This is an optimization exercise on Yosys and OpenROAD, whose aim is small area, a short achievable clock period and few clock cycles per item, not a production implementation.
Function was checked by simulation only, so behaviour that the tests miss may differ from the original.
Power figures rest on the tool's default switching activity, not on a simulated workload.

### design/flow/design.v
package wht_pkg;
   localparam int X_BITS = 12;
   localparam int Y_BITS = 11;
   localparam int ID_BITS = 4;
   localparam int WINDOWS_DEFAULT = 16;
   localparam logic CMD_LOAD = 1'b0;
   localparam logic CMD_CLICK = 1'b1;
   localparam int RECT_BITS = 2 * X_BITS + 2 * Y_BITS;
   localparam int ENTRY_BITS = 1 + ID_BITS + RECT_BITS;
endpackage
module wht_cell (
   input  logic                           clock,
   input  logic                           reset,
   input  logic                           write,
   input  logic [wht_pkg::RECT_BITS-1:0]  wr_rect,
   input  logic [wht_pkg::X_BITS-1:0]     op_x,
   input  logic [wht_pkg::Y_BITS-1:0]     op_y,
   output logic                           holds
);
   logic                          valid_ff;
   logic [wht_pkg::RECT_BITS-1:0] rect_ff;
   logic [wht_pkg::X_BITS-1:0]    rect_left, rect_right;
   logic [wht_pkg::Y_BITS-1:0]    rect_bottom, rect_top;
   assign {rect_left, rect_bottom, rect_right, rect_top} = rect_ff;
   always_ff @(posedge clock) begin
      if (reset) begin
         valid_ff <= 1'b0;
      end else if (write) begin
         valid_ff <= 1'b1;
      end
   end
   always_ff @(posedge clock) begin
      if (write) begin
         rect_ff <= wr_rect;
      end
   end
   assign holds = valid_ff
                  && (rect_left <= op_x) && (op_x <= rect_right)
                  && (rect_bottom <= op_y) && (op_y <= rect_top);
endmodule
module window_hit_test_move_to_front_top #(
   parameter int WINDOWS = wht_pkg::WINDOWS_DEFAULT
) (
   input  logic                        clock,
   input  logic                        reset,
   input  logic                        req_valid,
   output logic                        req_ready,
   input  logic                        req_command,
   input  logic [wht_pkg::ID_BITS-1:0] req_window_index,
   input  logic [wht_pkg::X_BITS-1:0]  req_rect_left,
   input  logic [wht_pkg::Y_BITS-1:0]  req_rect_bottom,
   input  logic [wht_pkg::X_BITS-1:0]  req_rect_right,
   input  logic [wht_pkg::Y_BITS-1:0]  req_rect_top,
   input  logic [wht_pkg::X_BITS-1:0]  req_point_x,
   input  logic [wht_pkg::Y_BITS-1:0]  req_point_y,
   output logic                        rsp_valid,
   input  logic                        rsp_ready,
   output logic                        rsp_hit,
   output logic [wht_pkg::ID_BITS-1:0] rsp_selected_window
);
   localparam int QDEPTH = 4;
   localparam int RES_BITS = 1 + wht_pkg::ID_BITS;
   logic                          ready_ff;
   logic                          accept;
   logic                          s1_load_ff, s1_click_ff;
   logic [wht_pkg::ID_BITS-1:0]   s1_idx_ff;
   logic [wht_pkg::RECT_BITS-1:0] s1_rect_ff;
   logic [wht_pkg::X_BITS-1:0]    s1_x_ff;
   logic [wht_pkg::Y_BITS-1:0]    s1_y_ff;
   assign accept = req_valid && ready_ff;
   always_ff @(posedge clock) begin
      if (reset) begin
         s1_load_ff  <= 1'b0;
         s1_click_ff <= 1'b0;
      end else begin
         s1_load_ff  <= accept && (req_command == wht_pkg::CMD_LOAD);
         s1_click_ff <= accept && (req_command == wht_pkg::CMD_CLICK);
      end
   end
   always_ff @(posedge clock) begin
      s1_idx_ff  <= req_window_index;
      s1_rect_ff <= {req_rect_left, req_rect_bottom, req_rect_right, req_rect_top};
      s1_x_ff    <= req_point_x;
      s1_y_ff    <= req_point_y;
   end
   logic [WINDOWS-1:0] holds;
   logic [WINDOWS-1:0] s1_onehot;
   logic [WINDOWS-1:0] s2_vec_in;
   for (genvar w = 0; w < WINDOWS; w++) begin : g_win
      assign s1_onehot[w] = (s1_idx_ff == w);
      wht_cell u_cell (
         .clock  (clock),
         .reset  (reset),
         .write  (s1_load_ff && s1_onehot[w]),
         .wr_rect(s1_rect_ff),
         .op_x   (s1_x_ff),
         .op_y   (s1_y_ff),
         .holds  (holds[w])
      );
      assign s2_vec_in[w] = s1_load_ff ? s1_onehot[w] : (s1_click_ff && holds[w]);
   end
   logic               s2_click_ff;
   logic [WINDOWS-1:0] s2_vec_ff;
   always_ff @(posedge clock) begin
      if (reset) begin
         s2_click_ff <= 1'b0;
      end else begin
         s2_click_ff <= s1_click_ff;
      end
   end
   always_ff @(posedge clock) begin
      s2_vec_ff <= s2_vec_in;
   end
   logic [WINDOWS-1:0] above_ff [WINDOWS];
   logic [WINDOWS-1:0] above [WINDOWS];
   logic [WINDOWS-1:0] sel;
   always_comb begin
      for (int i = 0; i < WINDOWS; i++) begin
         for (int j = 0; j < WINDOWS; j++) begin
            if (i < j) above[i][j] = above_ff[i][j];
            else if (i > j) above[i][j] = !above_ff[j][i];
            else above[i][j] = 1'b0;
         end
      end
   end
   always_comb begin
      for (int w = 0; w < WINDOWS; w++) begin
         logic covered;
         covered = 1'b0;
         for (int v = 0; v < WINDOWS; v++) begin
            if (v != w) covered = covered | (s2_vec_ff[v] & above[v][w]);
         end
         sel[w] = s2_vec_ff[w] & !covered;
      end
   end
   always_ff @(posedge clock) begin
      for (int i = 0; i < WINDOWS; i++) begin
         for (int j = i + 1; j < WINDOWS; j++) begin
            above_ff[i][j] <= sel[i] | (above_ff[i][j] & !sel[j]);
         end
      end
   end
   logic                        res_hit;
   logic [wht_pkg::ID_BITS-1:0] res_id;
   always_comb begin
      res_id = '0;
      for (int w = 0; w < WINDOWS; w++) begin
         res_id = res_id | (sel[w] ? wht_pkg::ID_BITS'(w) : '0);
      end
   end
   assign res_hit = |s2_vec_ff;
   logic [RES_BITS-1:0] q_ff [QDEPTH];
   logic [2:0]          cnt_ff, cnt_in, cnt_pop;
   logic                rsp_valid_ff;
   logic                pop, push;
   logic [2:0]          occ;
   assign pop = rsp_valid_ff && rsp_ready;
   assign push = s2_click_ff;
   assign cnt_pop = cnt_ff - {2'b00, pop};
   assign cnt_in = cnt_pop + {2'b00, push};
   always_ff @(posedge clock) begin
      for (int k = 0; k < QDEPTH; k++) begin
         if (push && (cnt_pop == k)) begin
            q_ff[k] <= {res_hit, res_id};
         end else if (pop) begin
            q_ff[k] <= (k + 1 < QDEPTH) ? q_ff[(k + 1) % QDEPTH] : q_ff[k];
         end
      end
   end
   assign occ = cnt_in + {2'b00, s1_click_ff}
                + {2'b00, accept && (req_command == wht_pkg::CMD_CLICK)};
   always_ff @(posedge clock) begin
      if (reset) begin
         cnt_ff       <= '0;
         rsp_valid_ff <= 1'b0;
         ready_ff     <= 1'b1;
      end else begin
         cnt_ff       <= cnt_in;
         rsp_valid_ff <= (cnt_in != 0);
         ready_ff     <= (occ < QDEPTH);
      end
   end
   assign req_ready = ready_ff;
   assign rsp_valid = rsp_valid_ff;
   assign rsp_hit = q_ff[0][RES_BITS-1];
   assign rsp_selected_window = q_ff[0][wht_pkg::ID_BITS-1:0];
endmodule
### design/flow/run.sh
#!/bin/bash
# synth_recipe.tcl (not shown) runs the flow's synth.tcl, then flattens the netlist and writes it again
# the make line also repeats each setting of config.mk as NAME=value (left out here)
make -C /OpenROAD-flow-scripts/flow DESIGN_CONFIG=/design/flow/config.mk WORK_HOME=/design/flow/orfs CLKGATE_MAP_FILE= SYNTH_SCRIPT=/design/flow/synth_recipe.tcl finish
### design/flow/config.mk
export PLATFORM = sky130hd
export DESIGN_NAME = window_hit_test_move_to_front_top
export DESIGN_NICKNAME = window_hit_test_move_to_front_top
export VERILOG_FILES = /design/flow/design.v
export SDC_FILE = /design/flow/constraint.sdc
export NUM_CORES = 4
export LEC_CHECK = 0
export CAP_MARGIN = 20
export CORE_MARGIN = 2
export CORE_UTILIZATION = 40
export SLEW_MARGIN = 20
### design/flow/constraint.sdc
create_clock -name core_clock -period 6.0 [get_ports {clock}]
set_input_delay 1.2000 -clock core_clock [delete_from_list [all_inputs] [get_ports {clock}]]
set_output_delay 1.2000 -clock core_clock [all_outputs]
set_load 0.01 [all_outputs]
==> flow_metrics.py, run 1 <==
metrics = {
    "route": {
        "first_iter_violations": 2767,
        "drc_errors": 0,
        "firstDrtPassIters": 6,
        "num_vias": 31900,
        "via_per_inst": 5.47,
        "postRouteAntennaNets": 0,
        "finalWirelength_um": 132000,
        "wl_per_cell_um": 22.7,
    },
    "worst_setup_path": {
        "r2r-start": "s1_x_ff[7]",
        "worstPathMaxFanout": 16,
        "worst-setup-path-type": "reg2reg",
        "required_ns": 6.61,
        "cp-end-kind": "register",
        "critPathLaunchType": "register",
        "cp_data_arrival_time_ns": 4.06,
        "cp-startpoint": "s1_x_ff[7]",
    },
    "synthesis": {
        "synth-simple-area-share_pct": 9.67,
        "synth_largest_area_cell": "edfxtp_1",
        "synth_top_family_by_area": "adder cells",
        "synth_adder_area_share_pct": 19.2,
        "synth_edf_count": 756,
        "synth-seq-cells": 989,
        "yosysTopAreaCellShare_pct": 47.0,
        "async_flop_share_pct": 0,
        "synth.area.mux_share_pct": 0.349,
        "synth.distinct_cells": 70,
        "synthesis.nets": 4731,
        "synth_area_leaders": "edfxtp_1 (47%), ha_1 (19%), dfxtp_1 (9.7%), inv_1 (3.4%), nand2_1 (2.8%)",
        "synth_cells": 3912,
        "ys.flop_type": "edfxtp_1",
        "syn_avg_cell_area_um2": 12.4,
        "synth_area_um2": 48300,
        "synth_xor_area_share_pct": 0.0544,
        "synth_warnings": 5,
        "yosysSeqAreaShare_pct": 56.6,
        "synth_compound_area_share_pct": 10.1,
    },
    "pwr": {
        "pwr-share-clk_pct": 41.8,
        "p_int_w": 0.0121,
        "seqPwrFrac_pct": 50.6,
        "power_density_nw_per_um2": 288,
        "combPwrFrac_pct": 7.5,
        "p_leak_nw": 23.0,
        "peakVddDrop_v": 0.000273,
        "switchingPower_w": 0.00384,
        "switching_share_pct": 24.1,
    },
    "global_routing": {
        "grtUsageTotal_pct": 21.4,
        "grt_max_degree": 49,
        "grt_pass1_vias": 31100,
        "grt_pass1_wl_um": 196000,
        "grt_overflow_total": 0,
        "antenna_found_initial": 6,
    },
    "finish": {
        "layout-drive-gt1-share_pct": 6.98,
        "nets": 4951,
        "utilization_pct": 46.0,
        "n_antenna_cell": 0,
        "fin_area_um2": 55200,
        "area_growth_pct": 14.2,
    },
    "clocking": {
        "cts_tree": "built",
        "cts_hold_buf": 0,
        "cts_setup_buffers": 0,
        "cts.sinks": 989,
        "root_buffer": "clkbuf_16",
        "clkLatencyLatePin_ns": 0.71,
        "cts_max_level": 3,
        "clk_path_buf_depth": 3,
        "cts_inserted_buffers": 107,
        "clk_pin_slew_ns": 0.06,
        "ctsResizeCount": 0,
    },
    "placed_design": {
        "dpl.hpwl_um": 85600,
        "gp_congestion": 0.905,
        "port_buffers": 84,
        "placed_area_um2": 51600,
    },
    "floorplanning": {
        "dieArea_um2": 124000,
        "start_util_pct": 40.3,
        "core.rowCount": 127,
        "fp.dieW_um": 352,
        "core-area_um2": 120000,
        "ios": 85,
        "dieHeight_um": 352,
    },
    "timing": {
        "finalCritPeriodShare_pct": 57.6,
        "fmax_ghz": 0.289,
        "relSlewSlack_pct": 16.4,
        "rsz0062_at_grt": "no",
        "setup_violations": 0,
        "finalClockSkew_ns": 0.0352,
        "period_minus_slack_ns": 3.46,
        "setup_tns_ns": 0,
        "worstMarginPinSlew_ns": 1.24,
        "slew_violations": 0,
        "hold_violations": 0,
    },
    "worst_hold_path": {
        "hp-class": "reg2reg",
        "hold_path.startpoint": "above_ff[2][4]",
    },
    "run": {
        "cap_violations": 0,
    },
    "outcome": {
        "status": "timing/DRC/antenna clean",
    },
}
final timing paths:
kind                            cells after the start  slack (ns)              to
worst max-delay path                                8        2.54    s2_vec_ff[8]
worst min-delay path                                2        0.46  above_ff[2][4]
worst max register to register                      8        2.54    s2_vec_ff[8]
worst min register to register                      2        0.46  above_ff[2][4]
flip-flops by register name (all words and copies together), names as in the netlist, 4 cells and up:
name	flops
s1_x_ff	12
above_ff	120
s1_rect_ff	46
q_ff	20
s1_y_ff	11
g_win.u_cell.valid_ff	16
g_win.u_cell.rect_ff	736
s2_vec_ff	16
s1_idx_ff	4
area by class of cell:
class,count,area (um2)
Clock buffer,167,3240
Fill cell,10800,64800
Timing Repair Buffer,158,1390
Multi-Input combinational cell,2430,19200
Tap cell,1612,2020
Clock inverter,35,309
Inverter,446,1680
Sequential cell,989,27400
power groups by stage:
stage | logic (W) | registers (W) | clock network (W)
global route | 0.00136 | 0.00809 | 0.00703
detailed placement | 0.00119 | 0.00819 | 0
floorplan | 0.000747 | 0.00803 | 0
CTS | 0.00120 | 0.00805 | 0.00678
finish | 0.00120 | 0.00806 | 0.00666
global placement | 0.00116 | 0.00819 | 0
cell families after synthesis:
kind of cell / after synthesis
DFF: 989
adders and majority gates: 741
buffers and inverters: 493
xor gates and xnor gates: 3
muxes: 15
and+or+nand+nor: 932
AOI/OAI and AO/OA: 739
stage by stage:
stage	power [W]	instances	setup WS (ns)	hold WS [ns]
floorplan	0.00878	3912	1.36	0.430
global placement	0.00935	5632	1.78	0.440
detailed placement	0.00939	5635	2.39	0.446
CTS	0.0160	5837	2.54	0.454
global route	0.0165	5837	2.41	0.478
finish	0.0159	5837	2.54	0.455
metal layers:
layer	vias to the layer above	part of all wire [%]	track usage (%)
met5	-	0.027	0
met4	6	2.8	6.81
met3	196	5.7	2.90
met1	15700	45	29.3
li1	15100	-	-
met2	944	46	35.2
synth_stat cells, drive strengths merged, types with 23 or more instances:
cell type,instances
inv,446
o21ai,83
o211ai,57
a211oi,27
o21a,34
nor2,99
o2111ai,32
edfxtp,756
a22oi,23
nand2b,64
ha,741
buf,28
a21oi,248
nand4,158
nor2b,68
nand2,363
nand3,68
nor3,45
dfxtp,233
a21o,68
cell usage in the layout (no fill, tap or decap), types with 10 or more instances in the layout:
cell type	n
a21oi_1	248
o31ai_1	20
nor2_4	12
a22oi_1	19
o22ai_1	15
and4_1	10
o21a_1	34
clkdlybuf4s50_1	84
nor2b_1	68
a211o_1	14
clkbuf_8	21
mux2_2	15
a21o_1	68
and3_1	11
dfxtp_1	233
buf_4	71
nor2_1	87
a211oi_1	27
nand2_1	363
o211ai_1	57
clkinv_2	17
nor3_1	41
nand2b_1	64
o21bai_1	11
ha_1	741
nand4_1	152
nor4_1	16
edfxtp_1	756
a31oi_1	15
o2111ai_1	32
o21ai_0	82
a22o_1	12
inv_1	443
clkbuf_1	33
clkbuf_16	113
nand3_1	67
worst max-delay path: stages, from the launching register on:
cell,delay [ns]
dfxtp_1,0.75
inv_1,0.69
ha_1,0.52
and3_1,0.21
a221o_1,0.35
a221o_1,0.34
a41oi_1,0.17
o2111ai_1,0.15
o21bai_1,0.18
Testbench counts, summed over its fixed seeds: cycles 24,024, items 24,000.
==> run 2: changes to the inputs <==
--- a/design/flow/design.v
+++ b/design/flow/design.v
@@ -9,4 +9,26 @@
    localparam int ENTRY_BITS = 1 + ID_BITS + RECT_BITS;
 endpackage
+module wht_gt #(
+   parameter int W = 12
+) (
+   input  logic [W-1:0] a,
+   input  logic [W-1:0] b_n,
+   output logic         gt
+);
+   logic [15:0] g, p;
+   always_comb begin
+      g = '0;
+      p = '1;
+      g[W-1:0] = a & b_n;
+      p[W-1:0] = a | b_n;
+      for (int lvl = 0; lvl < 4; lvl++) begin
+         for (int k = 0; k < (8 >> lvl); k++) begin
+            g[k] = g[2*k+1] | (p[2*k+1] & g[2*k]);
+            p[k] = p[2*k+1] & p[2*k];
+         end
+      end
+      gt = g[0];
+   end
+endmodule
 module wht_cell (
    input  logic                           clock,
@@ -16,11 +38,15 @@
    input  logic [wht_pkg::X_BITS-1:0]     op_x,
    input  logic [wht_pkg::Y_BITS-1:0]     op_y,
+   input  logic [wht_pkg::X_BITS-1:0]     op_x_n,
+   input  logic [wht_pkg::Y_BITS-1:0]     op_y_n,
    output logic                           holds
 );
    logic                          valid_ff;
-   logic [wht_pkg::RECT_BITS-1:0] rect_ff;
-   logic [wht_pkg::X_BITS-1:0]    rect_left, rect_right;
-   logic [wht_pkg::Y_BITS-1:0]    rect_bottom, rect_top;
-   assign {rect_left, rect_bottom, rect_right, rect_top} = rect_ff;
+   logic [wht_pkg::X_BITS-1:0]    left_ff, right_n_ff;
+   logic [wht_pkg::Y_BITS-1:0]    bottom_ff, top_n_ff;
+   logic [wht_pkg::X_BITS-1:0]    wr_left, wr_right;
+   logic [wht_pkg::Y_BITS-1:0]    wr_bottom, wr_top;
+   logic                          left_gt, right_lt, bottom_gt, top_lt;
+   assign {wr_left, wr_bottom, wr_right, wr_top} = wr_rect;
    always_ff @(posedge clock) begin
       if (reset) begin
@@ -32,10 +58,15 @@
    always_ff @(posedge clock) begin
       if (write) begin
-         rect_ff <= wr_rect;
-      end
-   end
-   assign holds = valid_ff
-                  && (rect_left <= op_x) && (op_x <= rect_right)
-                  && (rect_bottom <= op_y) && (op_y <= rect_top);
+         left_ff    <= wr_left;
+         bottom_ff  <= wr_bottom;
+         right_n_ff <= ~wr_right;
+         top_n_ff   <= ~wr_top;
+      end
+   end
+   wht_gt #(.W(wht_pkg::X_BITS)) u_left   (.a(left_ff),   .b_n(op_x_n),     .gt(left_gt));
+   wht_gt #(.W(wht_pkg::X_BITS)) u_right  (.a(op_x),      .b_n(right_n_ff), .gt(right_lt));
+   wht_gt #(.W(wht_pkg::Y_BITS)) u_bottom (.a(bottom_ff), .b_n(op_y_n),     .gt(bottom_gt));
+   wht_gt #(.W(wht_pkg::Y_BITS)) u_top    (.a(op_y),      .b_n(top_n_ff),   .gt(top_lt));
+   assign holds = valid_ff && !left_gt && !right_lt && !bottom_gt && !top_lt;
 endmodule
 module window_hit_test_move_to_front_top #(
@@ -65,5 +96,4 @@
    logic                          s1_load_ff, s1_click_ff;
    logic [wht_pkg::ID_BITS-1:0]   s1_idx_ff;
-   logic [wht_pkg::RECT_BITS-1:0] s1_rect_ff;
    logic [wht_pkg::X_BITS-1:0]    s1_x_ff;
    logic [wht_pkg::Y_BITS-1:0]    s1_y_ff;
@@ -80,5 +110,4 @@
    always_ff @(posedge clock) begin
       s1_idx_ff  <= req_window_index;
-      s1_rect_ff <= {req_rect_left, req_rect_bottom, req_rect_right, req_rect_top};
       s1_x_ff    <= req_point_x;
       s1_y_ff    <= req_point_y;
@@ -87,4 +116,6 @@
    logic [WINDOWS-1:0] s1_onehot;
    logic [WINDOWS-1:0] s2_vec_in;
+   logic               load_now;
+   assign load_now = accept && (req_command == wht_pkg::CMD_LOAD);
    for (genvar w = 0; w < WINDOWS; w++) begin : g_win
       assign s1_onehot[w] = (s1_idx_ff == w);
@@ -92,8 +123,10 @@
          .clock  (clock),
          .reset  (reset),
-         .write  (s1_load_ff && s1_onehot[w]),
-         .wr_rect(s1_rect_ff),
+         .write  (load_now && (req_window_index == w)),
+         .wr_rect({req_rect_left, req_rect_bottom, req_rect_right, req_rect_top}),
          .op_x   (s1_x_ff),
          .op_y   (s1_y_ff),
+         .op_x_n (~s1_x_ff),
+         .op_y_n (~s1_y_ff),
          .holds  (holds[w])
       );
--- a/design/flow/config.mk
+++ b/design/flow/config.mk
@@ -6,6 +6,8 @@
 export NUM_CORES = 4
 export LEC_CHECK = 0
+export ABC_CLOCK_PERIOD_IN_PS = 2000
 export CAP_MARGIN = 20
 export CORE_MARGIN = 2
 export CORE_UTILIZATION = 40
+export SETUP_SLACK_MARGIN = 3.5
 export SLEW_MARGIN = 20
==> run 2 against run 1 <==
Compared with the run above:
- global-route usage increased by 3.8 points
- power decreased by 3.5%
- synthesized cell count decreased by 16%
- first-iteration DRC count increased by 25%
- largest cell class unchanged
- highest routed layer is now met4
- utilization increased by 2.2 points
- largest power group unchanged
==> flow_metrics.py, run 2 <==
metrics = {
    "outcome": {
        "status": "timing/DRC/antenna clean",
    },
    "pwr": {
        "power_density_nw_per_um2": 319,
        "switchingPower_w": 0.00372,
        "p_int_w": 0.0116,
        "total_power_w": 0.0154,
        "seqPwrFrac_pct": 49.9,
        "switching_share_pct": 24.3,
        "combPwrFrac_pct": 8.3,
        "peakVddDrop_v": 0.000214,
        "p_leak_nw": 16.6,
        "pwr-share-clk_pct": 41.8,
    },
    "clocking": {
        "root_buffer": "clkbuf_16",
        "cts_hold_buf": 0,
        "clk_path_buf_depth": 3,
        "clkLatencyLatePin_ns": 0.70,
        "cts_inserted_buffers": 104,
        "cts.sinks": 943,
        "cts_max_level": 3,
        "clk_pin_slew_ns": 0.06,
        "cts_tree": "built",
    },
    "finish": {
        "final_cell_mix": "edfxtp_1 (756), nand2_1 (315), a21oi_1 (294), nor2_1 (181), dfxtp_1 (151)",
        "final_common_cell": "edfxtp_1",
        "nets": 3546,
        "layout-drive-gt1-share_pct": 14.6,
        "reg_top3": "g_win.u_cell.left_ff x192, g_win.u_cell.right_n_ff x192",
        "area_growth_pct": 19.6,
    },
    "worst_setup_path": {
        "crit_chain": "dlygate4sd2_1, or2_4, or3_4, nor3_4, buf_12, buf_4, buf_16",
        "rr_worst_depth": 7,
        "r2r-start": "s2_vec_ff[7]",
        "cp_num_buf_inv": 4,
        "cp-end-kind": "register",
        "worst-setup-path-type": "in2reg",
        "cp_top_family": "simple AND/OR/NAND/NOR gates",
        "rr_endpoint": "q_ff[0][0]",
        "critPathLaunchType": "input pin",
        "cpMaxStageDelayCell": "or3_4",
        "r2r_slack_ns": 3.53,
        "required_ns": 6.40,
        "cp_data_arrival_time_ns": 2.89,
        "slowest_delay_ns": 0.45,
        "worstPathMaxFanout": 6,
        "endpoint": "g_win[0].u_cell.right_n_ff[5]",
        "cp-startpoint": "req_command",
        "cp.depth": 7,
    },
    "synthesis": {
        "synth-seq-cells": 943,
        "syn_avg_cell_area_um2": 12.2,
        "yosysTopAreaCellShare_pct": 56.5,
        "synth_largest_area_cell": "edfxtp_1",
        "yosysMostFrequentCell": "edfxtp_1",
        "synth_warnings": 7,
        "yosys-top-cells-count": "edfxtp_1 (756), nand2_1 (322), a21oi_1 (294), nor2_1 (198), dfxtp_1 (187)",
        "synth_cells": 3299,
        "async_flop_share_pct": 0,
        "synth_area_um2": 40200,
        "synth_area_leaders": "edfxtp_1 (56%), dfxtp_1 (9.3%), a21oi_1 (3.7%), nand2_1 (3.0%), maj3_1 (2.9%)",
        "synth_edf_count": 756,
        "ys.flop_type": "edfxtp_1",
        "synth.distinct_cells": 85,
        "yosysSeqAreaShare_pct": 65.8,
        "synthesis.nets": 3382,
    },
    "global_routing": {
        "grt_pass1_wl_um": 190000,
        "grt_overflow_total": 0,
        "grt_max_degree": 52,
        "grtUsageTotal_pct": 25.2,
        "grt_pass1_vias": 28300,
        "antenna_found_initial": 1,
    },
    "floorplanning": {
        "ios": 85,
        "core.rowCount": 116,
        "start_util_pct": 40.3,
        "fp.dieW_um": 321,
        "dieHeight_um": 321,
        "core-area_um2": 99900,
        "dieArea_um2": 103000,
    },
    "placed_design": {
        "gp_congestion": 0.901,
        "dpl.hpwl_um": 79400,
        "port_buffers": 84,
    },
    "route": {
        "drc_errors": 0,
        "wl_per_cell_um": 27.8,
        "firstDrtPassIters": 8,
        "postRouteAntennaNets": 0,
        "first_iter_violations": 3470,
        "via_per_inst": 6.18,
        "num_vias": 30000,
        "finalWirelength_um": 135000,
    },
    "timing": {
        "finalClockSkew_ns": 0.0414,
        "slew_violations": 0,
        "holdWs_ns": 0.454,
        "setup_tns_ns": 0,
        "worstMarginPinSlew_ns": 1.14,
        "period_minus_slack_ns": 2.49,
        "finalCritPeriodShare_pct": 41.6,
        "fmax_ghz": 0.401,
        "relSlewSlack_pct": 23.6,
        "hold_violations": 0,
        "rsz0062_at_grt": "yes",
        "setup_violations": 0,
    },
    "run": {
        "cap_violations": 0,
    },
    "worst_hold_path": {
        "hp-class": "reg2reg",
    },
}
run 2: what timing repair did:
action	in CTS	in global routing
buffers inserted	47	28
endpoints found under the setup margin	853	217
cloned	14	7
gates resized for setup	216	77
pin swaps	24	17
run 2: worst min path at each step:
| stage | start | to | slack [ns] | cells after the start |
|---|---|---|---|---|
| after global routing | above_ff[9][14] | above_ff[9][14] | 0.47 | 2 |
| final | above_ff[6][12] | above_ff[6][12] | 0.45 | 2 |
| after CTS | above_ff[6][12] | above_ff[6][12] | 0.45 | 2 |
| after floorplan | above_ff[6][12] | above_ff[6][12] | 0.42 | 2 |
| after detailed placement | above_ff[6][12] | above_ff[6][12] | 0.44 | 2 |
| after global placement | above_ff[6][12] | above_ff[6][12] | 0.43 | 2 |
run 2: power by group through the flow:
stage | Clock [W] | Sequential [W] | Combinational (W)
5_1_grt | 0.00675 | 0.00769 | 0.00136
6_report | 0.00642 | 0.00766 | 0.00127
2_1_floorplan | 0 | 0.00766 | 0.000709
4_1_cts | 0.00648 | 0.00766 | 0.00121
3_3_place_gp | 0 | 0.00779 | 0.00111
3_5_place_dp | 0 | 0.00779 | 0.00112
run 2: worst register-to-register path: stages, from the launching register on:
cell      delay [ns]
dfxtp_2         0.57
inv_1           0.27
o221ai_1        0.31
nor4_4          0.11
buf_4           0.16
nor4_2          0.27
nand3_1         0.21
mux2_4          0.31
run 2: layer usage:
metal  track usage [%]  vias up  share of wire [%]
met3              3.95      329                8.8
met5                 0        -                  0
met2              40.8     1622                 46
met4              11.9        0                5.1
li1                  -    13000                  -
met1              33.4    15000                 40
run 2: final cells by class:
type / instances / area [um2]
flip-flops and latches: 943 / 26500
inverters: 157 / 671
fillers: 8741 / 51800
clock inverters: 44 / 453
clock buffers: 150 / 3000
multi-input cells: 2017 / 13000
well taps: 1298 / 1620
diodes: 4 / 10.0
repair buffers: 240 / 2790
run 2: cells by family (layout without fill, tap and decap cells):
logic type	Yosys count	in the layout	synth area share, %
AOI/OAI and AO/OA	1021	1021	16.9
xor gates and xnor gates	3	3	0.0654
adders and majority gates	136	136	3.47
buffers and inverters	343	591	3.64
DFF	943	943	65.8
muxes	22	22	0.594
other	0	4	0
and+or+nand+nor	831	835	9.56
run 2: stage by stage:
stage	area (um2)	util, %	setup slack [ns]	std cells
after floorplan	40500	-	2.50	3299
after global placement	42600	42.6	1.97	4559
after detailed placement	42600	42.6	1.96	4559
after CTS	47400	47.5	3.38	4814
after global routing	48100	48.1	3.46	4849
final	48100	48.2	3.51	4853
Testbench counts of run 2, summed over its fixed seeds: cycles 24,024, items 24,000.
==> run 3: changes to the inputs <==
--- a/design/flow/config.mk
+++ b/design/flow/config.mk
@@ -6,8 +6,9 @@
 export NUM_CORES = 4
 export LEC_CHECK = 0
-export ABC_CLOCK_PERIOD_IN_PS = 2000
 export CAP_MARGIN = 20
 export CORE_MARGIN = 2
 export CORE_UTILIZATION = 40
+export CTS_CLUSTER_DIAMETER = 60
+export CTS_CLUSTER_SIZE = 30
 export SETUP_SLACK_MARGIN = 3.5
 export SLEW_MARGIN = 20
==> run 3 against run 2 <==
Compared with the run above:
- sequential power about the same
- worst hold slack better by 0.0025 ns
- non-clock buffer count is 2 lower
- worst setup slack worse by 0.031 ns
- wire length about the same
- register-to-register slack got worse by 0.05 ns
- clock power fell by 8.9%
- synthesized cell count stayed put
- utilization fell by 0.45 points
- sequential share of layout area rose by 0.51 points
- final cell count down 0.80%
- clock skew is 0.0063 ns lower
- largest cell class unchanged
==> flow_metrics.py, run 3 <==
metrics = {
    "worst_setup_path": {
        "cp_data_arrival_time_ns": 2.83,
        "cp-end-kind": "register",
        "critPathLaunchType": "input pin",
        "worst-setup-path-type": "in2reg",
        "worstPathMaxFanout": 47,
        "required_ns": 6.31,
        "cpMaxStageDelayCell": "clkdlybuf4s15_1",
        "crit_chain": "clkdlybuf4s15_1, nand2_2, nor2_4, buf_6",
        "slowest_delay_ns": 0.54,
    },
    "synthesis": {
        "synth_area_um2": 40200,
        "synth-seq-cells": 943,
        "synth_cells": 3299,
        "synth_warnings": 7,
        "synth_area_leaders": "edfxtp_1 (56%), dfxtp_1 (9.3%), a21oi_1 (3.7%), nand2_1 (3.0%), maj3_1 (2.9%)",
        "yosys-top-cells-count": "edfxtp_1 (756), nand2_1 (322), a21oi_1 (294), nor2_1 (198), dfxtp_1 (187)",
        "yosysMostFrequentCell": "edfxtp_1",
        "synthesis.nets": 3382,
        "async_flop_share_pct": 0,
        "yosysTopAreaCellShare_pct": 56.5,
        "synth_edf_count": 756,
        "yosysSeqAreaShare_pct": 65.8,
        "syn_avg_cell_area_um2": 12.2,
        "synth.distinct_cells": 85,
        "ys.flop_type": "edfxtp_1",
        "synth_largest_area_cell": "edfxtp_1",
    },
    "timing": {
        "rsz0062_at_grt": "yes",
        "period_minus_slack_ns": 2.52,
        "setup_violations": 0,
        "relSlewSlack_pct": 21.1,
        "setup_slack_ns": 3.48,
        "hold_violations": 0,
        "worstMarginPinSlew_ns": 1.18,
        "slew_violations": 0,
        "setup_tns_ns": 0,
        "finalCritPeriodShare_pct": 42.1,
        "finalClockSkew_ns": 0.0350,
        "fmax_ghz": 0.396,
    },
    "pwr": {
        "power_density_nw_per_um2": 310,
        "pwr-share-clk_pct": 39.6,
        "switchingPower_w": 0.00394,
        "switching_share_pct": 26.7,
        "p_int_w": 0.0108,
        "seqPwrFrac_pct": 51.8,
        "combPwrFrac_pct": 8.6,
        "peakVddDrop_v": 0.000214,
        "p_leak_nw": 16.3,
    },
    "floorplanning": {
        "ios": 85,
        "start_util_pct": 40.3,
        "dieArea_um2": 103000,
        "core.rowCount": 116,
        "fp.dieW_um": 321,
        "core-area_um2": 99900,
        "dieHeight_um": 321,
    },
    "finish": {
        "nets": 3526,
        "final_cell_mix": "edfxtp_1 (756), nand2_1 (314), a21oi_1 (294), nor2_1 (181), dfxtp_1 (152)",
        "multiInputGateArea_um2": 13000,
        "reg_top3": "g_win.u_cell.left_ff x192, g_win.u_cell.right_n_ff x192",
        "area_growth_pct": 18.5,
        "final_common_cell": "edfxtp_1",
        "layout-drive-gt1-share_pct": 14.5,
        "nFillCells": 8794,
        "ff_latch_area_um2": 26500,
    },
    "placed_design": {
        "gp_congestion": 0.901,
        "dpl.hpwl_um": 79400,
        "dp_slack_ns": 1.96,
        "port_buffers": 84,
    },
    "global_routing": {
        "antenna_found_initial": 3,
        "grt_pass1_vias": 28000,
        "grt_max_degree": 52,
        "grt_overflow_total": 0,
        "grtUsageTotal_pct": 25.2,
        "grt_pass1_wl_um": 190000,
    },
    "route": {
        "postRouteAntennaNets": 0,
        "wl_per_cell_um": 28.0,
        "via_per_inst": 6.21,
        "first_iter_violations": 3814,
        "num_vias": 29900,
        "drc_errors": 0,
        "firstDrtPassIters": 8,
        "finalWirelength_um": 135000,
    },
    "clocking": {
        "cts_inserted_buffers": 84,
        "clk_path_buf_depth": 3,
        "cts.sinks": 943,
        "clk_pin_slew_ns": 0.07,
        "clkLatencyLatePin_ns": 0.68,
        "cts_hold_buf": 0,
        "root_buffer": "clkbuf_16",
        "cts_max_level": 3,
        "cts_tree": "built",
    },
    "worst_hold_path": {
        "hp-class": "reg2reg",
    },
    "outcome": {
        "status": "timing/DRC/antenna clean",
    },
    "run": {
        "cap_violations": 0,
    },
}
run 3: cells by family after synthesis:
| group | share of synthesized area, % |
|---|---|
| AOI/OAI and AO/OA | 16.9 |
| xor gates and xnor gates | 0.0654 |
| adders and majority gates | 3.47 |
| buffers and inverters | 3.64 |
| DFF | 65.8 |
| muxes | 0.594 |
| and+or+nand+nor | 9.56 |
run 3: critical path, delay by kind of cell:
kind / cells / cell delay [ns]
buffers and inverters: 2 / 0.92
and+or+nand+nor: 2 / 0.64
run 3: timing repair:
item | CTS | global route
setup endpoints to repair | 853 | 218
cloned | 14 | 8
buffers inserted | 43 | 31
pin swaps | 22 | 14
resized for setup | 203 | 78
run 3: stage by stage:
| stage | power, W | hold slack (ns) | area (um2) | instances | utilization, % |
|---|---|---|---|---|---|
| 6_report | 0.0148 | 0.456 | 47600 | 4814 | 47.7 |
| 5_1_grt | 0.0152 | 0.474 | 47600 | 4813 | 47.7 |
| 4_1_cts | 0.0148 | 0.454 | 46900 | 4774 | 47.0 |
| 3_5_place_dp | 0.00892 | 0.443 | 42600 | 4559 | 42.6 |
| 3_3_place_gp | 0.00890 | 0.434 | 42600 | 4559 | 42.6 |
| 2_1_floorplan | 0.00837 | 0.422 | 40500 | 3299 | - |
run 3: path summary, 6_finish.rpt:
check	start	endpoint	slack (ns)	cells past startpoint
max	req_window_index[3]	g_win[14].u_cell.left_ff[8]	3.48	4
min	above_ff[6][12]	above_ff[6][12]	0.46	2
max reg2reg	s2_vec_ff[6]	q_ff[0][2]	3.48	7
min reg2reg	above_ff[6][12]	above_ff[6][12]	0.46	2
run 3: cell type report:
type	count	share of cell area [%]
Antenna cell	1	0.00525
Timing Repair inverter	2	0.0341
Timing Repair Buffer	238	5.80
Multi-Input combinational cell	2017	27.2
Tap cell	1298	3.41
Sequential cell	943	55.7
Clock inverter	68	1.83
Inverter	157	1.41
Clock buffer	90	4.55
run 3: power groups by stage:
stage          logic [W]  clock network [W]  registers, W
3_3_place_gp     0.00111                  0       0.00779
2_1_floorplan   0.000709                  0       0.00766
6_report         0.00127            0.00585       0.00766
3_5_place_dp     0.00112                  0       0.00779
4_1_cts          0.00120            0.00590       0.00765
5_1_grt          0.00136            0.00614       0.00768
run 3: routing by layer:
metal,GRT usage [%],part of all wire [%],up-vias
met5,0,0,-
met4,10.6,4.7,0
met3,3.51,9.2,319
met2,41.1,47,1624
met1,33.8,40,15000
li1,-,-,13000
==> run 4: changes to the inputs <==
--- a/design/flow/config.mk
+++ b/design/flow/config.mk
@@ -8,5 +8,5 @@
 export CAP_MARGIN = 20
 export CORE_MARGIN = 2
-export CORE_UTILIZATION = 40
+export CORE_UTILIZATION = 60
 export CTS_CLUSTER_DIAMETER = 60
 export CTS_CLUSTER_SIZE = 30
==> run 4 against run 3 <==
Compared with the run above:
- clock skew increased by 0.0072 ns
- die area fell by 33%
- highest routed layer is now met5
- first-iteration DRC count grew 30%
- flip-flop and latch count unchanged
- count of clock-buffer cells in the layout down 25
- clock power down 18%
- final cell count shrank 9.6%
- critical endpoint is now s2_vec_ff[0]
- critical path depth rose by 4
- sequential share of layout area is 1.7 points higher
- global-route usage is 14 points higher
==> flow_metrics.py, run 4 <==
metrics = {
    "outcome": {
        "status": "timing/DRC/antenna clean",
    },
    "route": {
        "num_vias": 31000,
        "finalWirelength_um": 139000,
        "firstDrtPassIters": 7,
        "wl_per_cell_um": 31.9,
        "via_per_inst": 7.11,
        "first_iter_violations": 4965,
        "drc_errors": 0,
        "postRouteAntennaNets": 0,
    },
    "synthesis": {
        "synth_edf_count": 756,
        "synth.distinct_cells": 85,
        "synthesis.nets": 3382,
        "synth_cells": 3299,
        "synth_xor_area_share_pct": 0.0653,
        "yosysSeqAreaShare_pct": 65.8,
        "synth_adder_area_share_pct": 3.47,
        "synth_compound_area_share_pct": 16.9,
        "synth_area_um2": 40200,
        "ys.flop_type": "edfxtp_1",
        "synth_area_leaders": "edfxtp_1 (56%), dfxtp_1 (9.3%), a21oi_1 (3.7%), nand2_1 (3.0%), maj3_1 (2.9%)",
        "synth_warnings": 7,
        "yosysTopAreaCellShare_pct": 56.5,
        "synth.area.mux_share_pct": 0.594,
        "yosysMostFrequentCell": "edfxtp_1",
        "yosys-top-cells-count": "edfxtp_1 (756), nand2_1 (322), a21oi_1 (294), nor2_1 (198), dfxtp_1 (187)",
        "syn_avg_cell_area_um2": 12.2,
        "synth_top_family_by_area": "compound AO/OA/AOI/OAI gates",
        "synth-seq-cells": 943,
        "async_flop_share_pct": 0,
        "synth_largest_area_cell": "edfxtp_1",
        "synth-simple-area-share_pct": 9.56,
    },
    "floorplanning": {
        "core.rowCount": 94,
        "core-area_um2": 66100,
        "start_util_pct": 60.8,
        "fp.dieW_um": 263,
        "dieArea_um2": 69100,
        "ios": 85,
        "dieHeight_um": 263,
    },
    "clocking": {
        "cts_hold_buf": 0,
        "cts.sinks": 943,
        "cts_inserted_buffers": 61,
        "root_buffer": "clkbuf_16",
        "cts_max_level": 2,
        "clk_pin_slew_ns": 0.09,
        "cts_tree": "built",
        "clk_path_buf_depth": 3,
        "clkLatencyLatePin_ns": 0.69,
    },
    "placed_design": {
        "gp_congestion": 0.974,
        "port_buffers": 84,
        "dpl.hpwl_um": 81500,
        "dp_cells": 4137,
        "placed_area_um2": 42100,
    },
    "worst_setup_path": {
        "slowest_delay_ns": 0.40,
        "critPathLaunchType": "register",
        "crit_chain": "bufbuf_16, a31oi_2, nor2_1, maj3_1, maj3_2, o2111ai_2, nand4_1, o21ai_1",
        "cp_top_family": "adder cells",
        "worst-setup-path-type": "reg2reg",
        "cp_data_arrival_time_ns": 3.09,
        "cp-startpoint": "s1_y_ff[0]",
        "worstPathMaxFanout": 24,
        "r2r-start": "s1_y_ff[0]",
        "cp_num_buf_inv": 1,
        "required_ns": 6.58,
        "cpMaxStageDelayCell": "dfxtp_4",
        "cp-end-kind": "register",
    },
    "timing": {
        "finalClockSkew_ns": 0.0422,
        "hold_violations": 0,
        "period_minus_slack_ns": 2.51,
        "setup_tns_ns": 0,
        "slew_violations": 0,
        "fmax_ghz": 0.398,
        "relSlewSlack_pct": 13.6,
        "worstMarginPinSlew_ns": 1.29,
        "setup_violations": 0,
        "finalCritPeriodShare_pct": 41.9,
        "rsz0062_at_grt": "yes",
    },
    "finish": {
        "area_growth_pct": 15.0,
        "final_common_cell": "edfxtp_1",
        "reg_top3": "g_win.u_cell.left_ff x192, g_win.u_cell.right_n_ff x192",
        "nets": 3513,
        "utilization_pct": 70.0,
        "layout.cells.non_filler": 4353,
        "layout-drive-gt1-share_pct": 14.0,
        "fin_area_um2": 46200,
        "final_cell_mix": "edfxtp_1 (756), nand2_1 (315), a21oi_1 (294), nor2_1 (183), dfxtp_1 (156)",
    },
    "global_routing": {
        "grtUsageMet3_pct": 8.64,
        "antenna_found_initial": 11,
        "top_usage_layer": "met2",
        "grt_overflow_total": 0,
        "use_met2_pct": 59.9,
        "grt_pass1_vias": 28900,
        "grt_max_degree": 68,
        "grt_pass1_wl_um": 195000,
        "use_met1_pct": 53.4,
        "grtUsageTotal_pct": 38.8,
    },
    "worst_hold_path": {
        "hp-class": "reg2reg",
        "hold_path.startpoint": "above_ff[6][12]",
    },
    "pwr": {
        "total_power_w": 0.0137,
        "peakVddDrop_v": 0.000286,
        "power_density_nw_per_um2": 297,
        "p_leak_nw": 15.9,
    },
    "run": {
        "cap_violations": 0,
    },
}
## run 4: cell counts after synthesis
Identical to the previous run, type by type.
## run 4: layout make-up
class                      count  area (um2)
inverter                     157         664
multi-input combinational   2023       13000
antenna                        6        15.0
fill                        4669       19900
clock inverter                51         632
sequential                   943       26500
tap                          864        1080
clock buffer                  65        1630
timing repair inverter         2        15.0
timing repair buffer         242        2650
## run 4: routing by layer
metal / up-vias / routed length, um
met5: - / 46
met4: 6 / 7410
met3: 451 / 19200
met2: 2409 / 61700
met1: 15200 / 50600
li1: 12900 / -
## run 4: timing repair
item / in CTS / in global routing
setup endpoints to repair: 842 / 302
gates cloned: 19 / 6
pin swaps: 26 / 17
gates resized for setup: 202 / 80
buffers inserted: 38 / 31
## run 4: final timing paths
kind	cells after the start	endpoint	slack, ns
worst min register to register	2	above_ff[6][12]	0.45
worst max-delay path	8	s2_vec_ff[0]	3.49
worst max register to register	8	s2_vec_ff[0]	3.49
worst min-delay path	2	above_ff[6][12]	0.45
## run 4: cells by family (layout without fill, tap and decap cells)
kind of cell	after synthesis	count (layout)
compound gates	1021	1021
flops	943	943
simple gates	831	841
buf+inv	343	517
fa+ha+maj	136	136
mux	22	22
xor+xnor	3	3
other cells	0	6
## run 4: per-stage QoR
step | setup slack [ns] | hold WS [ns]
final | 3.49 | 0.452
after global routing | 3.44 | 0.474
after CTS | 3.48 | 0.455
after detailed placement | 1.86 | 0.441
after global placement | 1.93 | 0.433
after floorplan | 2.50 | 0.422
## run 4: worst reg2reg max path, stage by stage, from the launching register on
cell       delay [ns]
dfxtp_4          0.40
bufbuf_16        0.33
a31oi_2          0.20
nor2_1           0.07
maj3_1           0.36
maj3_2           0.35
o2111ai_2        0.13
nand4_1          0.35
o21ai_1          0.24
## run 4: power breakdown
group          total (W)  leakage [nW]  switching (W)  internal [W]
Clock            0.00478          1.09        0.00262       0.00216
Sequential       0.00765          8.37       0.000293       0.00736
Combinational    0.00131          6.43       0.000833      0.000478
==> run 5: changes to the inputs <==
--- a/design/flow/config.mk
+++ b/design/flow/config.mk
@@ -9,6 +9,4 @@
 export CORE_MARGIN = 2
 export CORE_UTILIZATION = 60
-export CTS_CLUSTER_DIAMETER = 60
-export CTS_CLUSTER_SIZE = 30
 export SETUP_SLACK_MARGIN = 3.5
 export SLEW_MARGIN = 20
==> run 5 against run 4 <==
Compared with the run above:
- still clean
- fmax shrank 0.91%
- critical path depth unchanged
- global-route usage is 0.46 points higher
- critical path type unchanged
==> flow_metrics.py, run 5 <==
metrics = {
    "route": {
        "route.met2.wl_um": 62300,
        "num_vias": 31300,
        "wl_per_cell_um": 31.7,
        "first_iter_violations": 5245,
        "via_per_inst": 7.07,
        "finalWirelength_um": 141000,
        "firstDrtPassIters": 7,
        "routed.top_layer": "met5",
        "dr_wl_met3_um": 20500,
        "wl_met1_um": 50000,
        "postRouteAntennaNets": 0,
        "drc_errors": 0,
    },
    "outcome": {
        "status": "timing/DRC/antenna clean",
    },
    "synthesis": {
        "synth.distinct_cells": 85,
        "synth_area_um2": 40200,
        "synth_area_leaders": "edfxtp_1 (56%), dfxtp_1 (9.3%), a21oi_1 (3.7%), nand2_1 (3.0%), maj3_1 (2.9%)",
        "synth_largest_area_cell": "edfxtp_1",
        "synth_edf_count": 756,
        "synth-seq-cells": 943,
        "synth_cells": 3299,
        "synth_warnings": 7,
        "syn_avg_cell_area_um2": 12.2,
        "async_flop_share_pct": 0,
        "yosys-top-cells-count": "edfxtp_1 (756), nand2_1 (322), a21oi_1 (294), nor2_1 (198), dfxtp_1 (187)",
        "yosysMostFrequentCell": "edfxtp_1",
        "yosysSeqAreaShare_pct": 65.8,
        "synthesis.nets": 3382,
        "yosysTopAreaCellShare_pct": 56.5,
        "ys.flop_type": "edfxtp_1",
    },
    "floorplanning": {
        "fp.dieW_um": 263,
        "start_util_pct": 60.8,
        "dieArea_um2": 69100,
        "core-area_um2": 66100,
        "dieHeight_um": 263,
        "ios": 85,
        "core.rowCount": 94,
    },
    "run": {
        "cap_violations": 0,
    },
    "clocking": {
        "cts_max_level": 3,
        "clk_pin_slew_ns": 0.06,
        "clkLatencyLatePin_ns": 0.67,
        "cts_inserted_buffers": 96,
        "clk_path_buf_depth": 3,
        "root_buffer": "clkbuf_16",
        "cts.sinks": 943,
        "cts_tree": "built",
    },
    "timing": {
        "setup_tns_ns": 0,
        "hold_violations": 0,
        "period_minus_slack_ns": 2.54,
        "slew_violations": 0,
        "holdWs_ns": 0.446,
        "relSlewSlack_pct": 17.8,
        "rsz0062_at_grt": "yes",
        "fmax_ghz": 0.394,
        "finalCritPeriodShare_pct": 42.3,
        "finalClockSkew_ns": 0.0216,
        "worstMarginPinSlew_ns": 1.23,
        "setup_violations": 0,
    },
    "worst_setup_path": {
        "required_ns": 6.54,
        "rr_endpoint": "s2_vec_ff[3]",
        "rr_worst_depth": 8,
        "r2r-start": "s1_x_ff[4]",
        "r2r_slack_ns": 3.46,
        "worst-setup-path-type": "reg2reg",
        "cp-end-kind": "register",
        "cp-startpoint": "s1_x_ff[4]",
        "cp_data_arrival_time_ns": 3.08,
        "worstPathMaxFanout": 32,
        "critPathLaunchType": "register",
    },
    "finish": {
        "nets": 3556,
        "final_cell_mix": "edfxtp_1 (756), nand2_1 (315), a21oi_1 (294), nor2_1 (183), dfxtp_1 (155)",
        "fin_area_um2": 47400,
        "area_growth_pct": 17.8,
        "final_common_cell": "edfxtp_1",
        "nFillCells": 4552,
        "layout-drive-gt1-share_pct": 14.5,
        "reg_top3": "g_win.u_cell.left_ff x192, g_win.u_cell.right_n_ff x192",
    },
    "worst_hold_path": {
        "hold_end": "above_ff[6][12]",
        "hp-class": "reg2reg",
        "hold_path.startpoint": "above_ff[6][12]",
        "min_path_cells": 2,
    },
    "global_routing": {
        "grt_pass1_wl_um": 196000,
        "grt_overflow_total": 0,
        "grt_max_degree": 68,
        "antenna_found_initial": 11,
        "grtUsageTotal_pct": 39.3,
        "grt_pass1_vias": 29400,
    },
    "placed_design": {
        "port_buffers": 84,
        "gp_congestion": 0.974,
        "placed_area_um2": 42100,
        "dpl.hpwl_um": 81500,
    },
    "pwr": {
        "peakVddDrop_v": 0.000273,
        "p_leak_nw": 16.4,
        "power_density_nw_per_um2": 320,
    },
}
[run 5: report_power, final]
group | internal [W] | switching (W) | total, W
clock network | 0.00363 | 0.00257 | 0.00619
logic | 0.000482 | 0.000836 | 0.00132
registers | 0.00737 | 0.000293 | 0.00767
[run 5: worst max-delay path, cell delays in order (launching register included)]
cell and delay [ns]:
dfxtp_4 0.52, buf_8 0.32, o22ai_1 0.14, a211oi_1 0.31, a221oi_2 0.16, nor3_1 0.40, o221ai_2 0.20, nand4_1 0.25
o21ai_1 0.08
[run 5: area by class of cell]
| type | instances | area (um2) | share of cell area, % |
|---|---|---|---|
| Clock buffer | 147 | 2740 | 5.78 |
| Antenna cell | 9 | 22.5 | 0.0476 |
| Timing Repair inverter | 1 | 7.51 | 0.0159 |
| Clock inverter | 35 | 497 | 1.05 |
| Multi-Input combinational cell | 2023 | 13000 | 27.5 |
| Tap cell | 864 | 1080 | 2.28 |
| Timing Repair Buffer | 251 | 2790 | 5.88 |
| Sequential cell | 943 | 26500 | 56.0 |
| Inverter | 157 | 662 | 1.40 |
[run 5: metal layers]
metal | GRT usage [%] | up-vias
met2 | 60.0 | 2463
met4 | 17.7 | 4
li1 | - | 13000
met3 | 9.97 | 525
met5 | 0 | -
met1 | 53.4 | 15300
[run 5: stage by stage]
stage | utilization [%] | power (W) | cells | worst slack [ns]
3_3_place_gp | 63.7 | 0.00890 | 4135 | 1.93
6_report | 71.6 | 0.0152 | 4430 | 3.46
5_1_grt | 71.6 | 0.0155 | 4422 | 3.45
2_1_floorplan | - | 0.00837 | 3299 | 2.50
4_1_cts | 70.6 | 0.0151 | 4381 | 3.48
3_5_place_dp | 63.7 | 0.00893 | 4137 | 1.86
[run 5: what timing repair did]
action | CTS | global route
pin swaps | 25 | 19
buffers inserted | 44 | 31
gates cloned | 18 | 8
hold buffers | 0 | 0
gates resized for setup | 201 | 84
setup endpoints to repair | 840 | 239
endpoints found under the hold margin | 0 | 0
[run 5: how the worst max path moves through the flow]
| stage | endpoint | slack (ns) |
|---|---|---|
| final | s2_vec_ff[3] | 3.46 |
| after global routing | s2_vec_ff[15] | 3.45 |
| after CTS | s2_vec_ff[10] | 3.48 |
| after detailed placement | g_win[6].u_cell.bottom_ff[3] | 1.86 |
| after global placement | g_win[10].u_cell.left_ff[0] | 1.93 |
| after floorplan | g_win[0].u_cell.bottom_ff[0] | 2.50 |
[run 5: cell families (layout without fill, tap and decap cells)]
logic type | count (synthesis) | after routing | synth area share [%]
xor gates and xnor gates | 3 | 3 | 0.0654
AOI/OAI and AO/OA | 1021 | 1021 | 16.9
muxes | 22 | 22 | 0.594
DFF | 943 | 943 | 65.8
and+or+nand+nor | 831 | 841 | 9.56
buffers and inverters | 343 | 591 | 3.64
adders and majority gates | 136 | 136 | 3.47
other | 0 | 9 | 0
==> run 6: changes to the inputs <==
--- a/design/flow/config.mk
+++ b/design/flow/config.mk
@@ -9,4 +9,7 @@
 export CORE_MARGIN = 2
 export CORE_UTILIZATION = 60
+export CTS_CLUSTER_DIAMETER = 60
+export CTS_CLUSTER_SIZE = 30
 export SETUP_SLACK_MARGIN = 3.5
 export SLEW_MARGIN = 20
+export TNS_END_PERCENT = 10
==> run 6 against run 5 <==
Compared with the run above:
- combinational power decreased by 5%
- worst hold slack improved by 0.012 ns
- cell area decreased by 3.3%
- synthesized cell count unchanged
- critical endpoint is now s2_vec_ff[13]
==> flow_metrics.py, run 6 <==
metrics = {
    "outcome": {
        "status": "timing/DRC/antenna clean",
    },
    "synthesis": {
        "synthesis.nets": 3382,
        "synth_edf_count": 756,
        "synth.area.mux_share_pct": 0.594,
        "synth_area_um2": 40200,
        "synth_adder_area_share_pct": 3.47,
        "syn_avg_cell_area_um2": 12.2,
        "yosysSeqAreaShare_pct": 65.8,
        "synth-seq-cells": 943,
        "ys.flop_type": "edfxtp_1",
        "synth.distinct_cells": 85,
        "synth-simple-area-share_pct": 9.56,
        "synth_xor_area_share_pct": 0.0653,
        "synth_largest_area_cell": "edfxtp_1",
        "synth_area_leaders": "edfxtp_1 (56%), dfxtp_1 (9.3%), a21oi_1 (3.7%), nand2_1 (3.0%), maj3_1 (2.9%)",
        "synth_top_family_by_area": "compound AO/OA/AOI/OAI gates",
        "synth_compound_area_share_pct": 16.9,
        "yosys-top-cells-count": "edfxtp_1 (756), nand2_1 (322), a21oi_1 (294), nor2_1 (198), dfxtp_1 (187)",
        "synth_cells": 3299,
        "async_flop_share_pct": 0,
        "yosysTopAreaCellShare_pct": 56.5,
        "synth_warnings": 7,
        "yosysMostFrequentCell": "edfxtp_1",
    },
    "floorplanning": {
        "core-area_um2": 66100,
        "start_util_pct": 60.8,
        "core.rowCount": 94,
        "ios": 85,
        "dieArea_um2": 69100,
        "dieHeight_um": 263,
        "fp.dieW_um": 263,
    },
    "worst_hold_path": {
        "hp-class": "reg2reg",
        "min_path_cells": 2,
    },
    "worst_setup_path": {
        "cp_num_buf_inv": 1,
        "cpMaxStageDelayCell": "o32ai_4",
        "cp_data_arrival_time_ns": 3.21,
        "cp.depth": 8,
        "worstPathMaxFanout": 19,
        "cp_top_family": "compound AO/OA/AOI/OAI gates",
        "crit_chain": "buf_12, and2_2, a21oi_1, o21ai_0, a22oi_2, o21ai_0, a211o_1, o32ai_4",
        "critPathLaunchType": "register",
        "cp-end-kind": "register",
        "slowest_delay_ns": 0.41,
        "rr_worst_depth": 8,
        "crit_top_cell": "o21ai_0",
        "required_ns": 6.54,
        "worst-setup-path-type": "reg2reg",
    },
    "clocking": {
        "cts_tree": "built",
        "clkLatencyLatePin_ns": 0.68,
        "cts_max_level": 2,
        "clk_pin_slew_ns": 0.09,
        "cts.sinks": 943,
        "cts_inserted_buffers": 57,
        "root_buffer": "clkbuf_16",
        "cts_hold_buf": 0,
        "clk_path_buf_depth": 3,
    },
    "timing": {
        "period_minus_slack_ns": 2.67,
        "slew_violations": 0,
        "finalClockSkew_ns": 0.0306,
        "worstMarginPinSlew_ns": 1.26,
        "hold_violations": 0,
        "finalCritPeriodShare_pct": 44.5,
        "holdWs_ns": 0.458,
        "setup_tns_ns": 0,
        "relSlewSlack_pct": 16.0,
        "setup_violations": 0,
        "rsz0062_at_grt": "yes",
        "fmax_ghz": 0.375,
    },
    "pwr": {
        "power_density_nw_per_um2": 293,
        "total_power_w": 0.0134,
        "p_leak_nw": 15.6,
        "peakVddDrop_v": 0.000422,
    },
    "run": {
        "cap_violations": 0,
    },
    "finish": {
        "reg_top3": "g_win.u_cell.left_ff x192, g_win.u_cell.right_n_ff x192",
        "final_cell_mix": "edfxtp_1 (756), nand2_1 (318), a21oi_1 (291), nor2_1 (181), dfxtp_1 (156)",
        "layout.cells.non_filler": 4327,
        "fin_area_um2": 45800,
        "nFillCells": 4733,
        "nets": 3492,
        "area_growth_pct": 13.9,
        "ff_latch_area_um2": 26500,
        "multiInputGateArea_um2": 13100,
        "final_common_cell": "edfxtp_1",
        "layout-drive-gt1-share_pct": 12.9,
    },
    "global_routing": {
        "grt_max_degree": 60,
        "grt_overflow_total": 0,
        "grt_pass1_vias": 28400,
        "antenna_found_initial": 9,
        "grt_pass1_wl_um": 190000,
        "grtUsageTotal_pct": 37.6,
    },
    "placed_design": {
        "placed_area_um2": 41900,
        "port_buffers": 84,
        "dp_cells": 4130,
        "gp_congestion": 0.933,
        "dpl.hpwl_um": 81500,
    },
    "route": {
        "finalWirelength_um": 133000,
        "wl_per_cell_um": 30.8,
        "postRouteAntennaNets": 0,
        "num_vias": 30300,
        "drc_errors": 0,
        "via_per_inst": 7.01,
        "first_iter_violations": 4388,
        "firstDrtPassIters": 8,
    },
}
## run 6: layout make-up
class / instances / area share (%)
timing repair inverter: 2 / 0.0328
tap: 864 / 2.36
timing repair buffer: 226 / 5.17
antenna: 6 / 0.0328
inverter: 157 / 1.46
clock inverter: 45 / 1.27
multi-input combinational: 2022 / 28.6
clock buffer: 62 / 3.20
sequential: 943 / 57.9
## run 6: final timing paths
check / start / to / slack, ns
worst max-delay path: s1_x_ff[8] / s2_vec_ff[13] / 3.33
worst min-delay path: above_ff[6][12] / above_ff[6][12] / 0.46
worst max register to register: s1_x_ff[8] / s2_vec_ff[13] / 3.33
worst min register to register: above_ff[6][12] / above_ff[6][12] / 0.46
## run 6: worst register-to-register path: cells and delay by family (launching register included)
| family | cells | cell delay [ns] |
|---|---|---|
| compound gates | 6 | 1.59 |
| buf+inv | 1 | 0.17 |
| flops | 1 | 0.38 |
| simple gates | 1 | 0.39 |
## run 6: timing repair
action / CTS / global route
setup buffers: 56 / 11
pin swaps: 36 / 13
resized for setup: 220 / 56
gates cloned: 14 / 3
endpoints found under the setup margin: 892 / 724
## run 6: layer usage
| metal | wire (um) | global-route usage [%] |
|---|---|---|
| met1 | 50600 | 52.5 |
| met2 | 59200 | 57.9 |
| met3 | 16500 | 6.86 |
| met4 | 7140 | 17.3 |
| met5 | 29 | 0 |
## run 6: kinds of logic after synthesis
family / Yosys count
AO/OA/AOI/OAI: 1021
flip-flops: 943
AND/OR/NAND/NOR: 831
buffers and inverters: 343
adder cells (fa/ha/maj): 136
multiplexers: 22
XOR/XNOR: 3
## run 6: power breakdown
group / switching [W] / internal, W / total, W
combinational: 0.000801 / 0.000457 / 0.00126
sequential: 0.000284 / 0.00736 / 0.00764
clock: 0.00249 / 0.00202 / 0.00451
## run 6: metrics by stage
step / worst slack (ns) / util (%)
floorplan: 2.50 / -
global placement: 1.73 / 63.5
detailed placement: 1.70 / 63.5
CTS: 3.42 / 68.8
global route: 3.32 / 69.3
finish: 3.33 / 69.3
==> run 7: changes to the inputs <==
--- a/design/flow/config.mk
+++ b/design/flow/config.mk
@@ -8,8 +8,7 @@
 export CAP_MARGIN = 20
 export CORE_MARGIN = 2
-export CORE_UTILIZATION = 60
+export CORE_UTILIZATION = 50
 export CTS_CLUSTER_DIAMETER = 60
 export CTS_CLUSTER_SIZE = 30
 export SETUP_SLACK_MARGIN = 3.5
 export SLEW_MARGIN = 20
-export TNS_END_PERCENT = 10
==> run 7 against run 6 <==
Compared with the run above:
- still clean
- power is 6.3% higher
- critical path depth is 2 lower
- worst setup slack better by 0.034 ns
- global-route usage is 4.5 points lower
- die area is 20% higher
- via count is 0.29% higher
- cell area is 3.5% higher
- combinational power is 6% higher
- worst hold slack worse by 0.0057 ns
- sequential share of layout area is 2.0 points lower
- critical endpoint is now s2_vec_ff[8]
- largest cell class unchanged
- highest routed layer is now met4
==> flow_metrics.py, run 7 <==
metrics = {
    "synthesis": {
        "synth_cells": 3299,
        "yosysTopAreaCellShare_pct": 56.5,
        "synth_area_um2": 40200,
        "synthesis.nets": 3382,
        "yosys-top-cells-count": "edfxtp_1 (756), nand2_1 (322), a21oi_1 (294), nor2_1 (198), dfxtp_1 (187)",
        "syn_avg_cell_area_um2": 12.2,
        "synth_area_leaders": "edfxtp_1 (56%), dfxtp_1 (9.3%), a21oi_1 (3.7%), nand2_1 (3.0%), maj3_1 (2.9%)",
        "yosysMostFrequentCell": "edfxtp_1",
        "ys.flop_type": "edfxtp_1",
        "synth_warnings": 7,
        "synth_edf_count": 756,
        "async_flop_share_pct": 0,
        "synth.distinct_cells": 85,
        "synth_largest_area_cell": "edfxtp_1",
        "yosysSeqAreaShare_pct": 65.8,
        "synth-seq-cells": 943,
    },
    "floorplanning": {
        "core.rowCount": 103,
        "start_util_pct": 50.7,
        "dieArea_um2": 82700,
        "fp.dieW_um": 288,
        "dieHeight_um": 288,
        "core-area_um2": 79300,
        "ios": 85,
    },
    "timing": {
        "slew_violations": 0,
        "hold_violations": 0,
        "fmax_ghz": 0.380,
        "relSlewSlack_pct": 16.4,
        "finalClockSkew_ns": 0.0318,
        "worstMarginPinSlew_ns": 1.25,
        "setup_violations": 0,
        "holdWs_ns": 0.452,
        "period_minus_slack_ns": 2.63,
        "rsz0062_at_grt": "yes",
        "setup_tns_ns": 0,
        "finalCritPeriodShare_pct": 43.9,
    },
    "clocking": {
        "clkLatencyLatePin_ns": 0.65,
        "cts_hold_buf": 0,
        "clk_path_buf_depth": 3,
        "cts_inserted_buffers": 73,
        "clk_pin_slew_ns": 0.08,
        "root_buffer": "clkbuf_16",
        "cts.sinks": 943,
        "cts_tree": "built",
        "cts_max_level": 3,
    },
    "route": {
        "num_vias": 30400,
        "via_per_inst": 6.65,
        "first_iter_violations": 3835,
        "drc_errors": 0,
        "finalWirelength_um": 141000,
        "firstDrtPassIters": 6,
        "postRouteAntennaNets": 0,
        "wl_per_cell_um": 30.8,
    },
    "finish": {
        "reg_top3": "g_win.u_cell.left_ff x192, g_win.u_cell.right_n_ff x192",
        "multiInputGateArea_um2": 13200,
        "final_common_cell": "edfxtp_1",
        "final_cell_mix": "edfxtp_1 (756), nand2_1 (315), a21oi_1 (293), nor2_1 (182), dfxtp_1 (154)",
        "area_growth_pct": 17.9,
        "layout-drive-gt1-share_pct": 15.1,
        "ff_latch_area_um2": 26500,
        "nFillCells": 6276,
        "nets": 3548,
    },
    "global_routing": {
        "use_met1_pct": 43.7,
        "grtUsageTotal_pct": 33.1,
        "grt_max_degree": 56,
        "top_usage_layer": "met2",
        "antenna_found_initial": 2,
        "grt_pass1_wl_um": 198000,
        "grt_pass1_vias": 29100,
        "grt_overflow_total": 0,
        "grtUsageMet3_pct": 5.53,
        "use_met2_pct": 54.0,
    },
    "worst_setup_path": {
        "cp_data_arrival_time_ns": 3.17,
        "rr_worst_depth": 6,
        "r2r-start": "s1_y_ff[8]",
        "cp-end-kind": "register",
        "rr_endpoint": "s2_vec_ff[8]",
        "required_ns": 6.54,
        "critPathLaunchType": "register",
        "r2r_slack_ns": 3.37,
        "worst-setup-path-type": "reg2reg",
        "worstPathMaxFanout": 20,
    },
    "run": {
        "cap_violations": 0,
    },
    "placed_design": {
        "gp_congestion": 0.966,
        "dpl.hpwl_um": 81900,
        "port_buffers": 84,
    },
    "worst_hold_path": {
        "hold_path.startpoint": "above_ff[6][12]",
        "min_path_cells": 2,
        "hp-class": "reg2reg",
        "hold_end": "above_ff[6][12]",
    },
    "pwr": {
        "p_leak_nw": 16.3,
        "power_density_nw_per_um2": 301,
        "peakVddDrop_v": 0.000221,
    },
    "outcome": {
        "status": "timing/DRC/antenna clean",
    },
}
-- run 7: per-layer routing --
metal / vias up / part of all wire, %
li1: 13000 / -
met1: 15100 / 38
met2: 1899 / 47
met3: 379 / 10
met4: 0 / 5.1
met5: - / 0
-- run 7: what timing repair did --
item	in CTS	in global routing
pin swaps	44	32
setup endpoints to repair	893	169
buffers inserted	66	35
gates cloned	22	8
resized for setup	252	73
-- run 7: worst max-delay path by stage --
stage / start / end / slack, ns / cells after the start
finish: s1_y_ff[8] / s2_vec_ff[8] / 3.37 / 6
global route: s1_y_ff[8] / s2_vec_ff[8] / 3.36 / 6
CTS: s1_y_ff[1] / s2_vec_ff[15] / 3.38 / 8
detailed placement: req_valid / g_win[10].u_cell.right_n_ff[10] / 1.74 / 6
global placement: req_valid / g_win[2].u_cell.left_ff[0] / 1.84 / 6
floorplan: req_valid / g_win[0].u_cell.bottom_ff[0] / 2.50 / 4
-- run 7: kinds of logic after synthesis --
logic type / share of synthesized area [%]
simple gates: 9.56
fa+ha+maj: 3.47
flops: 65.8
mux: 0.594
xor+xnor: 0.0654
buf+inv: 3.64
compound gates: 16.9
-- run 7: critical path: stages (launching register included) --
cell      delay, ns
dfxtp_2        0.35
inv_1          0.48
maj3_1         0.60
maj3_1         0.37
nand3b_1       0.12
nand4_1        0.28
o21ai_2        0.34
-- run 7: layout make-up --
type	count	area share [%]
repair buffers	265	6.53
clock inverters	49	1.24
multi-input cells	2024	27.9
flip-flops and latches	943	55.9
well taps	1050	2.77
diodes	2	0.0106
inverters	157	1.39
clock buffers	86	4.20
repair inverters	1	0.0158
-- run 7: power breakdown --
group / total (W) / leakage (nW) / internal [W] / switching (W)
clock network: 0.00526 / 1.24 / 0.00271 / 0.00255
logic: 0.00133 / 6.73 / 0.000497 / 0.000837
registers: 0.00768 / 8.37 / 0.00736 / 0.000315
-- run 7: metrics by stage --
stage          cell area (um2)  setup WS (ns)  instances  total power (W)  util [%]
2_1_floorplan            40500           2.50       3299          0.00837         -
3_3_place_gp             42200           1.84       4308          0.00893      53.3
3_5_place_dp             42200           1.74       4309          0.00896      53.3
4_1_cts                  46700           3.38       4532           0.0142      58.9
5_1_grt                  47400           3.36       4575           0.0147      59.8
6_report                 47400           3.37       4577           0.0143      59.8

separate check: timing with driven ports:
In the flow no input, the clock included, has a driving cell. The finished layouts below were timed again as built, in two steps. Step 1: set_driving_cell puts a clkbuf_16 on clock and a buf_2 on each other input, an assumption about the parent block. Step 2 moves the port delays by t, midway between the first and last clock arrival at a register: inputs arrive t later, outputs are due t later. That takes back most of the time a late clock gives input paths. Slacks: no drivers / after step 1 / after step 2; pairs: no drivers / after step 1.
run | t (ns) | slack for setup (ns) | slew at the worst register clock pin (ns)
run 1 | 0.764 | 2.544 / 2.544 / 2.403 | 0.07 / 0.07
run 2 | 0.750 | 3.506 / 3.505 / 2.782 | 0.06 / 0.06
run 3 | 0.739 | 3.475 / 3.478 / 2.742 | 0.09 / 0.09
run 4 | 0.736 | 3.485 / 3.453 / 2.717 | 0.11 / 0.11
run 5 | 0.730 | 3.462 / 3.430 / 2.700 | 0.07 / 0.07
run 6 | 0.736 | 3.332 / 3.297 / 2.561 | 0.12 / 0.12
run 7 | 0.700 | 3.367 / 3.367 / 2.874 | 0.09 / 0.09
After both steps every run listed still meets setup and hold. For run 6, which loses most, drivers alone change the setup slack by -0.035 ns; drivers and shift together by -0.771 ns.
